Source: an optimization exercise on an open RTL-to-GDS flow (aim: small area, a short achievable clock period and few clock cycles per item). Production flows keep margins and buffers that such runs may drop. Only simulation tests tie the RTL to the original design; equivalence was not proved.

<file path="design.v">
`timescale 1ns/10ps
package fp_log_pkg;
  typedef logic [32-1:0] fp32_t;
  typedef logic signed [8:0] exp_t;   
  typedef logic [4-1:0] tbl_idx_t;
  typedef enum logic {
    OP_MUL,
    OP_ADD
  } fpu_op_e;
  typedef enum logic [1:0] {
    SER_IDLE,
    SER_REQ,
    SER_WAIT
  } series_state_e;
  typedef enum logic [1:0] {
    EXP_IDLE,
    EXP_REQ,
    EXP_WAIT,
    EXP_HOLD
  } exp_state_e;
endpackage
`timescale 1ns/10ps
module fp_unit (
  input logic clk,
  input logic rst_n,
  input  logic                req,    
  input  fp_log_pkg::fpu_op_e op,
  input  fp_log_pkg::fp32_t   a,
  input  fp_log_pkg::fp32_t   b,
  output logic                gnt,    
  output logic                done,   
  output fp_log_pkg::fp32_t   result
);
  fp_log_pkg::fp32_t mul_res;
  fp_log_pkg::fp32_t add_res;
  assign gnt = req;   
  always_comb begin
    logic [8-1:0] ea;
    logic [8-1:0] eb;
    logic [47:0] prod;
    logic [23-1:0] frac;
    fp_log_pkg::exp_t em;
    ea = a[30:23];
    eb = b[30:23];
    prod = {1'b1, a[22:0]} * {1'b1, b[22:0]};
    em = fp_log_pkg::exp_t'(ea) - 127 + fp_log_pkg::exp_t'(eb) - 127;
    if (prod[47]) begin
      frac = prod[46:24];
      em = em + 1;
    end else begin
      frac = prod[45:23];
    end
    if (ea == '0 || eb == '0 || em < -126) begin
      mul_res = '0;   
    end else begin
      mul_res = {a[31] ^ b[31], 8'(em + 127), frac};
    end
  end
  always_comb begin
    fp_log_pkg::fp32_t big;
    fp_log_pkg::fp32_t smaller;
    logic [7:0] d;
    logic [26:0] sa;
    logic [26:0] sb;
    logic [27:0] sum;
    logic [27:0] norm;
    logic [4:0] lead;
    logic signed [9:0] ez;
    if (a[30:0] < b[30:0]) begin
      big = b;
      smaller = a;
    end else begin
      big = a;
      smaller = b;
    end
    d = big[30:23] - smaller[30:23];
    sa = {big[30:23] != '0, big[22:0], 3'b000};
    sb = {smaller[30:23] != '0, smaller[22:0], 3'b000};
    sb = (d > 8'd26) ? '0 : sb >> d;
    if (big[31] != smaller[31]) begin
      sum = {1'b0, sa} - {1'b0, sb};
    end else begin
      sum = {1'b0, sa} + {1'b0, sb};
    end
    lead = '0;
    for (int k = 0; k < 28; k++) begin
      if (sum[k]) lead = k[4:0];
    end
    norm = sum << (5'd27 - lead);
    ez = $signed({2'b00, big[30:23]}) + $signed({5'b00000, lead}) - 10'sd26;
    if (sum == '0 || ez <= 0) begin
      add_res = '0;   
    end else begin
      add_res = {big[31], ez[7:0], norm[26:4]};
    end
  end
  always_ff @(posedge clk or negedge rst_n) begin
    if (!rst_n) begin
      done <= 1'b0;
    end else begin
      done <= req;
    end
  end
  always_ff @(posedge clk) begin
    if (req) result <= (op == fp_log_pkg::OP_MUL) ? mul_res : add_res;
  end
endmodule
`timescale 1ns/10ps
module fpu_arbiter (
  input logic clk,
  input logic rst_n,
  input  logic                s_req,
  input  fp_log_pkg::fpu_op_e s_op,
  input  fp_log_pkg::fp32_t   s_a,
  input  fp_log_pkg::fp32_t   s_b,
  output logic                s_gnt,
  output logic                s_done,
  output fp_log_pkg::fp32_t   s_result,
  input  logic                e_req,
  input  fp_log_pkg::fpu_op_e e_op,
  input  fp_log_pkg::fp32_t   e_a,
  input  fp_log_pkg::fp32_t   e_b,
  output logic                e_gnt,
  output logic                e_done,
  output fp_log_pkg::fp32_t   e_result,
  output logic                u_req,
  output fp_log_pkg::fpu_op_e u_op,
  output fp_log_pkg::fp32_t   u_a,
  output fp_log_pkg::fp32_t   u_b,
  input  logic                u_gnt,
  input  logic                u_done,
  input  fp_log_pkg::fp32_t   u_result
);
  logic busy_q;
  logic owner_q;   
  logic last_q;    
  logic grant_s;
  logic grant_e;
  assign grant_s = !busy_q && s_req && (!e_req || last_q);
  assign grant_e = !busy_q && e_req && (!s_req || !last_q);
  assign u_req = grant_s | grant_e;
  assign u_op  = grant_e ? e_op : s_op;
  assign u_a   = grant_e ? e_a : s_a;
  assign u_b   = grant_e ? e_b : s_b;
  assign s_gnt = grant_s & u_gnt;
  assign e_gnt  = grant_e & u_gnt;
  assign s_done   = u_done && !owner_q;
  assign e_done   = u_done && owner_q;
  assign s_result = u_result;
  assign e_result = u_result;
  always_ff @(posedge clk or negedge rst_n) begin
    if (!rst_n) begin
      busy_q  <= 1'b0;
      owner_q <= 1'b0;
      last_q  <= 1'b1;   
    end else if (u_req && u_gnt) begin
      busy_q  <= 1'b1;
      owner_q <= grant_e;
      last_q  <= grant_e;
    end else if (u_done) begin
      busy_q <= 1'b0;
    end
  end
endmodule
`timescale 1ns/10ps
module series_eval (
  input  logic                clk,
  input  logic                rst_n,
  input  logic                start,
  input  fp_log_pkg::fp32_t    sig,
  input  fp_log_pkg::tbl_idx_t idx,
  input  fp_log_pkg::fp32_t    exp_val,
  input  logic                exp_valid,
  output logic                fpu_req,
  output fp_log_pkg::fpu_op_e fpu_op,
  output fp_log_pkg::fp32_t   fpu_a,
  output fp_log_pkg::fp32_t   fpu_b,
  input  logic                fpu_gnt,
  input  logic                fpu_done,
  input  fp_log_pkg::fp32_t   fpu_result,
  output fp_log_pkg::fp32_t    sum,
  output logic                done
);
  localparam logic [3:0] LAST_STEP = 4'd10;
  fp_log_pkg::series_state_e state;
  logic [3:0] step;
  fp_log_pkg::fp32_t sig_q;
  fp_log_pkg::tbl_idx_t idx_q;
  fp_log_pkg::fp32_t acc;
  fp_log_pkg::fp32_t t_q;   
  fp_log_pkg::fp32_t recip;
  fp_log_pkg::fp32_t ln_tbl;
  always_comb begin
    case (idx_q)
      4'd0:  recip = 32'h3f800000;
      4'd1:  recip = 32'h3f70f0f0;
      4'd2:  recip = 32'h3f638e38;
      4'd3:  recip = 32'h3f579435;
      4'd4:  recip = 32'h3f4ccccc;
      4'd5:  recip = 32'h3f430c30;
      4'd6:  recip = 32'h3f3a2e8b;
      4'd7:  recip = 32'h3f321642;
      4'd8:  recip = 32'h3f2aaaaa;
      4'd9:  recip = 32'h3f23d70a;
      4'd10: recip = 32'h3f1d89d8;
      4'd11: recip = 32'h3f17b425;
      4'd12: recip = 32'h3f124924;
      4'd13: recip = 32'h3f0d3dcb;
      4'd14: recip = 32'h3f088888;
      default: recip = 32'h3f042108;
    endcase
  end
  always_comb begin
    case (idx_q)
      4'd0:  ln_tbl = 32'h00000000;
      4'd1:  ln_tbl = 32'h3d785186;
      4'd2:  ln_tbl = 32'h3df1383d;
      4'd3:  ln_tbl = 32'h3e2ff983;
      4'd4:  ln_tbl = 32'h3e647fbe;
      4'd5:  ln_tbl = 32'h3e8b3ae5;
      4'd6:  ln_tbl = 32'h3ea30c5e;
      4'd7:  ln_tbl = 32'h3eb9cebe;
      4'd8:  ln_tbl = 32'h3ecf991f;
      4'd9:  ln_tbl = 32'h3ee47fbe;
      4'd10: ln_tbl = 32'h3ef8947b;
      4'd11: ln_tbl = 32'h3f05f397;
      4'd12: ln_tbl = 32'h3f0f42fa;
      4'd13: ln_tbl = 32'h3f183eb9;
      4'd14: ln_tbl = 32'h3f20ec7f;
      default: ln_tbl = 32'h3f295169;
    endcase
  end
  always_comb begin
    fpu_op = fp_log_pkg::OP_ADD;
    fpu_a  = acc;
    fpu_b  = t_q;
    case (step)
      4'd0: begin
        fpu_op = fp_log_pkg::OP_MUL;
        fpu_a  = sig_q;
        fpu_b  = recip;
      end
      4'd1: fpu_b = {1'b1, 31'(32'h3f800000)};   
      4'd2: begin
        fpu_op = fp_log_pkg::OP_MUL;
        fpu_b  = 32'hbe800000;
      end
      4'd3: fpu_b = 32'h3eaaaaab;
      4'd5: fpu_b = 32'hbf000000;
      4'd7: fpu_b = 32'h3f800000;
      4'd4, 4'd6, 4'd8: fpu_op = fp_log_pkg::OP_MUL;   
      4'd9: fpu_b = ln_tbl;
      default: fpu_b = exp_val;
    endcase
  end
  assign fpu_req = (state == fp_log_pkg::SER_REQ) && (step != LAST_STEP || exp_valid);
  always_ff @(posedge clk or negedge rst_n) begin
    if (!rst_n) begin
      state <= fp_log_pkg::SER_IDLE;
      step  <= '0;
      done  <= 1'b0;
    end else begin
      done <= 1'b0;
      case (state)
        fp_log_pkg::SER_IDLE: if (start) begin
          step  <= '0;
          state <= fp_log_pkg::SER_REQ;
        end
        fp_log_pkg::SER_REQ: if (fpu_req && fpu_gnt) state <= fp_log_pkg::SER_WAIT;
        default: if (fpu_done) begin
          if (step == LAST_STEP) begin
            done  <= 1'b1;
            state <= fp_log_pkg::SER_IDLE;
          end else begin
            step  <= step + 4'd1;
            state <= fp_log_pkg::SER_REQ;
          end
        end
      endcase
    end
  end
  always_ff @(posedge clk) begin
    if (state == fp_log_pkg::SER_IDLE && start) begin
      sig_q <= sig;
      idx_q <= idx;
    end
    if (state == fp_log_pkg::SER_WAIT && fpu_done) begin
      acc <= fpu_result;
      if (step == 4'd1) t_q <= fpu_result;
      if (step == LAST_STEP) sum <= fpu_result;
    end
  end
endmodule
`timescale 1ns/10ps
module exponent_term (
  input  logic             clk,
  input  logic             rst_n,
  input  logic             start,
  input  fp_log_pkg::exp_t  exp,
  output logic                fpu_req,
  output fp_log_pkg::fpu_op_e fpu_op,
  output fp_log_pkg::fp32_t   fpu_a,
  output fp_log_pkg::fp32_t   fpu_b,
  input  logic                fpu_gnt,
  input  logic                fpu_done,
  input  fp_log_pkg::fp32_t   fpu_result,
  output fp_log_pkg::fp32_t exp_val,
  output logic             exp_valid
);
  fp_log_pkg::exp_state_e state;
  fp_log_pkg::fp32_t e_float;
  fp_log_pkg::fp32_t e_conv;
  always_comb begin
    logic [8:0] mag;
    logic [3:0] pos;
    logic [31:0] sh;
    mag = exp[8] ? 9'(-exp) : 9'(exp);
    pos = '0;
    for (int k = 0; k < 9; k++) begin
      if (mag[k]) pos = k[3:0];
    end
    sh = 32'(mag) << (5'd23 - 5'(pos));
    e_conv = {exp[8], 8'(127 + pos), sh[22:0]};
  end
  assign fpu_req = (state == fp_log_pkg::EXP_REQ);
  assign fpu_op  = fp_log_pkg::OP_MUL;
  assign fpu_a   = e_float;
  assign fpu_b   = 32'h3f317218;
  always_ff @(posedge clk or negedge rst_n) begin
    if (!rst_n) begin
      state     <= fp_log_pkg::EXP_IDLE;
      exp_valid <= 1'b0;
    end else if (start && (state == fp_log_pkg::EXP_IDLE || state == fp_log_pkg::EXP_HOLD)) begin
      exp_valid <= (exp == '0);   
      state     <= (exp == '0) ? fp_log_pkg::EXP_HOLD : fp_log_pkg::EXP_REQ;
    end else if (state == fp_log_pkg::EXP_REQ && fpu_gnt) begin
      state <= fp_log_pkg::EXP_WAIT;
    end else if (state == fp_log_pkg::EXP_WAIT && fpu_done) begin
      exp_valid <= 1'b1;
      state     <= fp_log_pkg::EXP_HOLD;
    end
  end
  always_ff @(posedge clk) begin
    if (start && (state == fp_log_pkg::EXP_IDLE || state == fp_log_pkg::EXP_HOLD)) begin
      e_float <= e_conv;
      exp_val <= '0;
    end else if (state == fp_log_pkg::EXP_WAIT && fpu_done) begin
      exp_val <= fpu_result;
    end
  end
endmodule
`timescale 1ns/10ps
module fp_log (
  input  logic              clk,
  input  logic              rst_n,
  input  logic              start,
  input  fp_log_pkg::fp32_t  x,
  output fp_log_pkg::fp32_t  result,
  output logic              done,
  output logic              busy
);
  logic [8-1:0] ex;
  logic [23-1:0] fr;
  logic special;
  logic launch;
  fp_log_pkg::fp32_t spec_val;
  fp_log_pkg::fp32_t sig;
  fp_log_pkg::fp32_t exp_val;
  fp_log_pkg::fp32_t sum;
  fp_log_pkg::exp_t e;
  fp_log_pkg::tbl_idx_t idx;
  logic exp_valid;
  logic ser_done;
  logic    s_req, s_gnt, s_done;
  fp_log_pkg::fpu_op_e s_op;
  fp_log_pkg::fp32_t   s_a, s_b, s_result;
  logic    e_req, e_gnt, e_done;
  fp_log_pkg::fpu_op_e e_op;
  fp_log_pkg::fp32_t   e_a, e_b, e_result;
  logic    u_req, u_gnt, u_done;
  fp_log_pkg::fpu_op_e u_op;
  fp_log_pkg::fp32_t   u_a, u_b, u_result;
  assign ex  = x[30:23];
  assign fr  = x[22:0];
  assign sig = {1'b0, 8'(127), fr};   
  assign e   = fp_log_pkg::exp_t'(ex) - 127;
  assign idx = fr[23-1 -: 4];
  assign special = (ex == '0) || x[31] || (ex == '1);
  always_comb begin
    if (ex == '1 && fr != '0) spec_val = 32'h7fc00000;
    else if (ex == '0)        spec_val = 32'hff800000;
    else if (x[31])           spec_val = 32'h7fc00000;
    else                      spec_val = 32'h7f800000;
  end
  assign launch = start && !busy && !special;
  always_ff @(posedge clk or negedge rst_n) begin
    if (!rst_n) begin
      busy <= 1'b0;
      done <= 1'b0;
    end else begin
      done <= (start && !busy && special) || ser_done;
      if (start && !busy) busy <= 1'b1;
      else if (done)      busy <= 1'b0;
    end
  end
  always_ff @(posedge clk) begin
    if (start && !busy && special) result <= spec_val;
    else if (ser_done)             result <= sum;
  end
  series_eval i_series (
    .clk, .rst_n, .start(launch), .sig, .idx, .exp_val, .exp_valid,
    .fpu_req(s_req), .fpu_op(s_op), .fpu_a(s_a), .fpu_b(s_b), .fpu_gnt(s_gnt),
    .fpu_done(s_done), .fpu_result(s_result), .sum, .done(ser_done)
  );
  exponent_term i_exp (
    .clk, .rst_n, .start(launch), .exp(e), .fpu_req(e_req), .fpu_op(e_op), .fpu_a(e_a), .fpu_b(e_b),
    .fpu_gnt(e_gnt), .fpu_done(e_done), .fpu_result(e_result), .exp_val, .exp_valid
  );
  fpu_arbiter i_arb (
    .clk, .rst_n, .s_req, .s_op, .s_a, .s_b, .s_gnt, .s_done, .s_result,
    .e_req, .e_op, .e_a, .e_b, .e_gnt, .e_done, .e_result,
    .u_req, .u_op, .u_a, .u_b, .u_gnt, .u_done, .u_result
  );
  fp_unit i_fpu (
    .clk, .rst_n, .req(u_req), .op(u_op), .a(u_a), .b(u_b), .gnt(u_gnt), .done(u_done),
    .result(u_result)
  );
endmodule
</file>
<file path="config.mk">
export PLATFORM = sky130hd
export DESIGN_NAME = fp_log
export DESIGN_NICKNAME = fp_log
export VERILOG_FILES = /design/flow/design.v
export SDC_FILE = /design/flow/constraint.sdc
export NUM_CORES = 4
export LEC_CHECK = 0
export CAP_MARGIN = 20
export CORE_MARGIN = 2
export CORE_UTILIZATION = 40
export PLACE_DENSITY = 0.6
export SLEW_MARGIN = 20
</file>
<file path="run.sh">
#!/bin/bash
# synth_recipe.tcl (not shown) runs the flow's synth.tcl, then flattens the netlist and writes it again
# the make line also repeats each setting of config.mk as NAME=value (left out here)
make -C /OpenROAD-flow-scripts/flow DESIGN_CONFIG=/design/flow/config.mk WORK_HOME=/design/flow/orfs CLKGATE_MAP_FILE= SYNTH_SCRIPT=/design/flow/synth_recipe.tcl finish
</file>
<file path="constraint.sdc">
create_clock -name core_clock -period 14.5 [get_ports {clk}]
set_input_delay 2.9000 -clock core_clock [delete_from_list [all_inputs] [get_ports {clk}]]
set_output_delay 2.9000 -clock core_clock [all_outputs]
set_load 0.01 [all_outputs]
</file>
==> summary.txt <==
[timing repair]
| item | 4_1_cts | 5_1_grt |
|---|---|---|
| setup buffers | 2 | 21 |
| setup endpoints to repair | 21 | 32 |
| gates cloned | 0 | 2 |
| pin swaps | 1 | 25 |
| gates resized for setup | 7 | 105 |
[cell type report]
cell class	count	area [um2]	share of cell area, %
diodes	2	5.00	0.0107
clock inverters	16	170	0.364
flip-flops and latches	312	8460	18.1
multi-input cells	3606	30200	64.5
repair buffers	355	2940	6.28
inverters	658	2470	5.29
well taps	1380	1730	3.69
clock buffers	37	818	1.75
[metrics by stage]
| stage | hold WS (ps) | cell area, um2 | setup TNS [ps] |
|---|---|---|---|
| finish | 455 | 46800 | 0 |
| floorplan | 433 | 41700 | 0 |
| CTS | 456 | 46100 | 0 |
| global placement | 442 | 45100 | -203 |
| detailed placement | 447 | 45100 | -2050 |
| global route | 467 | 46800 | -140 |
[critical path, delay by kind of cell, from the launching register on]
| family | cells | cell delay, ps |
|---|---|---|
| and+or+nand+nor | 14 | 2630 |
| DFF | 1 | 440 |
| adders and majority gates | 8 | 2230 |
| muxes | 2 | 520 |
| buffers and inverters | 12 | 1730 |
| AOI/OAI and AO/OA | 27 | 6150 |
[layer usage]
layer | share of wire, % | track usage [%] | vias to the layer above
met2 | 44 | 45.1 | 1779
li1 | - | - | 16400
met5 | 0.0082 | 0 | -
met1 | 42 | 41.3 | 18300
met4 | 5.0 | 12.0 | 2
met3 | 9.1 | 4.45 | 395
[registers in the layout, indices dropped and copies added (netlist names), 19 cells and up]
signal / cells
i_exp.e_float: 30
i_exp.exp_val: 32
i_fpu.result: 32
i_series.acc: 32
i_series.ln_tbl: 27
i_series.recip: 24
i_series.sig_q: 19
i_series.sum: 32
i_series.t_q: 32
result: 32
[cell usage after synthesis, types with 25 or more instances]
library cell / count
a211oi_1: 45
xnor2_1: 60
buf_1: 37
or3_1: 32
clkbuf_1: 191
mux2i_1: 69
edfxtp_1: 213
a21o_1: 39
nor4_1: 25
mux2_2: 28
fa_1: 485
buf_2: 36
dfxtp_1: 83
nand2_1: 707
nor2_1: 420
a31oi_1: 25
o21ai_0: 207
o211ai_1: 43
nor3_1: 95
a221oi_1: 28
nor2b_1: 36
ha_1: 324
a21oi_1: 252
inv_1: 636
and2_1: 44
and3_1: 33
nand3b_1: 26
o21a_1: 41
nand3_1: 104
nand2b_1: 37
[final timing paths]
| kind | startpoint | slack, ps | end | cells past startpoint |
|---|---|---|---|---|
| worst max register to register | i_series.step[0] | 600 | i_fpu.result[14] | 63 |
| max in group asynchronous | rst_n | 11140 | i_series.step[3] | 1 |
| worst min-delay path | i_exp.exp_val[11] | 460 | i_exp.exp_val[11] | 2 |
| min in group asynchronous | rst_n | 2790 | done | 1 |
| worst min register to register | i_exp.exp_val[11] | 460 | i_exp.exp_val[11] | 2 |
| worst max-delay path | i_series.step[0] | 600 | i_fpu.result[14] | 63 |
[cell families after synthesis]
logic type	synth area share, %
and+or+nand+nor	17.8
xor gates and xnor gates	1.75
AOI/OAI and AO/OA	15.1
other	0.0181
DFF	20.4
muxes	3.06
adders and majority gates	33.2
buffers and inverters	8.62
==> results.tsv <==
stage	metric	value	unit
timing	slew_violations	0	
drt	wl	159000	um
drt	drt-vias-per-instance	5.81	
cells_and_area	area_growth	12.7	%
drt	routed-via-count	37000	
clock_network	cts_buffers	29	
logic_synthesis	synth.area.top_cells	fa_1 23%, edfxtp_1 15%, ha_1 9.8%	
logic_synthesis	synth_top_area_share	23.4	%
clock_network	clk_pin_slew	70	ps
floorplan	die_area	106000	um2
critical_path	cp_max_fo	19	
placed_design	finalWeightedCongestion	0.979	
placed_design	io_buffers	68	
timing	fin_crit	13900	ps
timing	finClkSkew	30.3	ps
drt	drtIter0Drc	3955	
logic_synthesis	synth-edff-count	213	
cells_and_area	layout_commonest_cell	nand2_1	
critical_path	critPathMaxStageDelay	590	ps
cells_and_area	fill_cells	10200	
cells_and_area	post-route-util	45.3	%
critical_path	critPathSlowestCell	or4_4	
placed_design	dp.cells	6286	
logic_synthesis	syn_area_per_cell	8.59	um2
global_routing	grtUsageTotal	29.3	%
timing	hold_viol_final	0	
clock_network	clock_latency	580	ps
critical_path	cp-start-kind	flip-flop	
floorplan	ios	69	
logic_synthesis	synth-seq-cells	312	
logic_synthesis	ys_types	115	
placed_design	dp_hpwl	124000	um
timing	fin_ws	600	ps
drt	wl_per_cell	25.0	um
floorplan	fp.dieH	326	um
drt	drt_first_pass_iters	6	
run	drv_cap	0	
critical_path	cp.required	14890	ps
timing	slew_headroom	16.0	%
clock_network	cts_root_buf	clkbuf_16	
logic_synthesis	synth_cells	4832	
drt	ant_nets	0	
cells_and_area	drive_above_1_share	10.8	%
clock_network	clk_path_buf_depth	3	
cells_and_area	final_cell_mix	706 x nand2_1, 631 x inv_1, 484 x fa_1	
clock_network	clock_sinks	312	
global_routing	antenna_found_initial	7	
logic_synthesis	synthArstFlopShare	5.13	%
timing	setup_violations	0	
clock_network	cts_tree	built	
clock_network	h-tree-depth	1	
floorplan	initial_core_util	40.2	%
floorplan	core	103000	um2
global_routing	grt_pass1_wl	236000	um
logic_synthesis	yosys_most_used_dff	edfxtp_1	
global_routing	grt_pass1_vias	35900	
logic_synthesis	ys_seq_area_share	20.4	%
critical_path	worstPathArrival	14290	ps
global_routing	grt_max_degree	63	
timing	fin_crit_sh	95.9	%
critical_path	worstSetupEndpointType	flip-flop	
global_routing	grt_overflow	0	
cells_and_area	final_cells	6366	
clock_network	hold_buffers	0	
run_status	status	timing/DRC/antenna clean	
logic_synthesis	ys.warnings.count	5	
logic_synthesis	syn_area	41500	um2
critical_path	worst-setup-path-type	reg2reg	
floorplan	num_rows	118	
drt	drc	0	
timing	worst_pin_slew	1250	ps
placed_design	place_ws	-260	ps
logic_synthesis	yosysTopAreaCell	fa_1	
min_path	min_path_type	reg2reg	
cells_and_area	layout.nets	5806	
timing	max_freq	71.9	MHz
floorplan	die_w	326	um
Testbench counts, summed over its fixed seeds: cycles 423,868, items 16,000.

[what the ideal ports hide]
The flow's constraints put no driver on any port. The routed layout listed below was extracted and timed again, unchanged, in two steps. Step 1, drivers: a clkbuf_16 drives clk and a buf_2 each remaining input, both assumed. Step 2 times the ports against the registers' clock, not the clock port: input delays grow and output delays shrink by t, the midpoint of the rising clock arrivals with the driver on. a / b / c = ideal / step 1 / step 2; a / b = the first two.
shift t [ns]: 0.614
setup WS [ns]: 0.600 / 0.600 / 0.600
clock arrival spread, ns: 0.031 / 0.030
After both steps this run still meets setup and hold. For this run, drivers alone change the setup slack by 0.000 ns; drivers and shift together by 0.000 ns.
